This design comes from an exercise in tuning for small area on the open sky130 flow, not from production work.
Power figures rest on the tool's default switching activity, not on a simulated workload.

== build 36 ==
// hdc_encoder_top
module hdc_encoder_top (
  input  logic              clk_i,
  input  logic              arst_n_i,
  input  logic              req_valid_i,
  input  logic              req_last_i,
  input  logic              req_cim_a_i,
  input  logic              req_cim_b_i,
  input  logic [9:0]        req_addr_a_i,
  input  logic [9:0]        req_addr_b_i,
  output logic [127:0]      qhv_o,
  output logic              qhv_valid_o
);
  logic       valid_q;
  logic       last_q;
  logic       cim_a_q, cim_b_q;
  logic [2:0] set_a_q, set_b_q;
  logic [4:0] rot_a_q, rot_b_q;
  logic [6:0] lo_q, hi_q;
  logic [6:0] flip_a, flip_b, lo_d, hi_d;
  assign flip_a = req_cim_a_i ? req_addr_a_i[9:3] : 7'd0;
  assign flip_b = req_cim_b_i ? req_addr_b_i[9:3] : 7'd0;
  assign lo_d   = (flip_a < flip_b) ? flip_a : flip_b;
  assign hi_d   = (flip_a < flip_b) ? flip_b : flip_a;
  always_ff @(posedge clk_i or negedge arst_n_i) begin
    if (!arst_n_i) begin
      valid_q <= 1'b0;
    end else begin
      valid_q <= req_valid_i;
    end
  end
  always_ff @(posedge clk_i) begin
    last_q  <= req_last_i;
    cim_a_q <= req_cim_a_i;
    cim_b_q <= req_cim_b_i;
    set_a_q <= req_addr_a_i[9:7];
  ...
==> flow/config.mk <==
export PLATFORM = sky130hd
export DESIGN_NAME = hdc_encoder_top
export DESIGN_NICKNAME = hdc_encoder_top
export VERILOG_FILES = /design/flow/design.v
export SDC_FILE = /design/flow/constraint.sdc
export NUM_CORES = 4
export LEC_CHECK = 0
export ABC_AREA = 0
export CAP_MARGIN = 0
export CORE_MARGIN = 2
export CORE_UTILIZATION = 76
export CTS_CLUSTER_DIAMETER = 100
export CTS_CLUSTER_SIZE = 25
export PLACE_DENSITY = 0.86
export SLEW_MARGIN = 0
export SYNTH_HIERARCHICAL = 1
==> flow/constraint.sdc <==
create_clock -name core_clock -period 5.0 [get_ports {clk_i}]
set_input_delay 1.0000 -clock core_clock [delete_from_list [all_inputs] [get_ports {clk_i}]]
set_output_delay 1.0000 -clock core_clock [all_outputs]
set_load 0.01 [all_outputs]
standard.sh (not shown) runs the stock make flow with config.mk's settings and CLKGATE_MAP_FILE= SYNTH_SCRIPT=/design/flow/synth_recipe.tcl, a recipe that flattens the netlist after the stock synthesis.
==> flow/flow/run.sh <==
#!/bin/bash
# Standard layout, with the port buffers made from the smallest buffer cell.
set -euo pipefail
bash standard.sh BUFFER_PORTS_ARGS="-buffer_cell sky130_fd_sc_hd__buf_1" finish > standard.log 2>&1
In summary, build 36 completed successfully, with a layout that passed the timing, design-rule and antenna checks.
### build 36 -> build 51
-- flow/config.mk --
<<< build 36, line 11
export CORE_UTILIZATION = 76
>>> build 51, line 11
export CORE_UTILIZATION = 62
<<< build 36, line 14
export PLACE_DENSITY = 0.86
>>> build 51, line 14
export PLACE_DENSITY = 0.75
[summary]
Summary — placed standard-cell area, build 51 relative to build 36: higher, by 380 µm².
Build 51 and build 36 ended up with roughly the same fmax.
In the metrics for build 51 and build 36, the one carrying the higher highest cell delay on the worst timing path is build 36.
Build 36 ended up with met5 as its top metal layer carrying routed signals; build 51 ended up with met4.
--- input diff build 51..build 24 ---
-- flow/config.mk --
<<< build 51, line 11
export CORE_UTILIZATION = 62
>>> build 24, line 11
export CORE_UTILIZATION = 70
<<< build 51, line 14
export PLACE_DENSITY = 0.75
>>> build 24, line 14
export PLACE_DENSITY = 0.8
Findings:
Changes observed in build 24 relative to build 51: multi-input logic portion of the cell area went up, hold slack was more or less identical.
Relative to build 51, final cell count without fillers has decreased by about 1.8% in build 24.
Re maximum frequency: build 51 was lower than build 24.
Between build 51 and build 24, finished layout cell area decreased.
First-pass GRT wire length, build 24 vs build 51: up slightly
Setup slack at placement for build 24: 0.039 ns down relative to build 51
[inputs] build 54 vs build 24
-- flow/config.mk --
<<< build 24, line 11
export CORE_UTILIZATION = 70
>>> build 54, line 11
export CORE_UTILIZATION = 55
<<< build 24, line 14
export PLACE_DENSITY = 0.8
>>> build 54, line 14
export PLACE_DENSITY = 0.7
Results
- Worst slack at placement up 0.26 ns in build 54 wrt build 24
- Compared with build 24, build 54 shows a detailed-route via count that is about 1.1% lower.
- Compared with build 24, build 54 shows a lower routability congestion estimate.
- sky130_fd_sc_hd__ha_1 as the worst-path cell with the longest stage delay was reported by build 54, and sky130_fd_sc_hd__xor2_1 by build 24.
- In the metrics for build 54 and build 24, the one carrying the higher least setup slack across all paths after layout is build 54.
- Build 54 vs build 24 — synthesis-to-layout area growth rose 2.0 points.
- Build 54 vs. build 24: clock power grew by 7.0%; depth of the worst register-to-register path grew by 4.5%; power grew by 0.25 mW.
- Build 54 ended up with more standard cells than build 24.
Function was not checked in any run of this note: the RTL went through the layout flow alone.

## what the ideal ports hide
How much do the figures lean on ideal ports? The routed layouts below were timed once more, with nothing changed but the port constraints. Step 1 sets driving cells, clkbuf_16 on the clock port and buf_2 on the other inputs (assumed; they add their load-dependent delay and slew). Step 2, shift: input delay + t, output delay - t, t = (earliest + latest rising clock arrival at the registers) / 2. This alone moves slack from input paths to output paths. a / b / c = ideal / step 1 / step 2; a / b = the first two.
| run | shift t [ns] | setup WS [ns] | worst hold slack (ns) |
|---|---|---|---|
| build 36 | 0.691 | 0.195 / 0.195 / 0.195 | 0.194 / 0.148 / 0.479 |
| build 51 | 0.696 | 0.207 / 0.207 / 0.207 | 0.218 / 0.167 / 0.480 |
| build 24 | 0.693 | 0.275 / 0.275 / 0.275 | 0.216 / 0.165 / 0.488 |
| build 54 | 0.724 | 0.418 / 0.418 / 0.418 | 0.146 / 0.097 / 0.481 |
After both steps setup and hold are still met in every run listed.
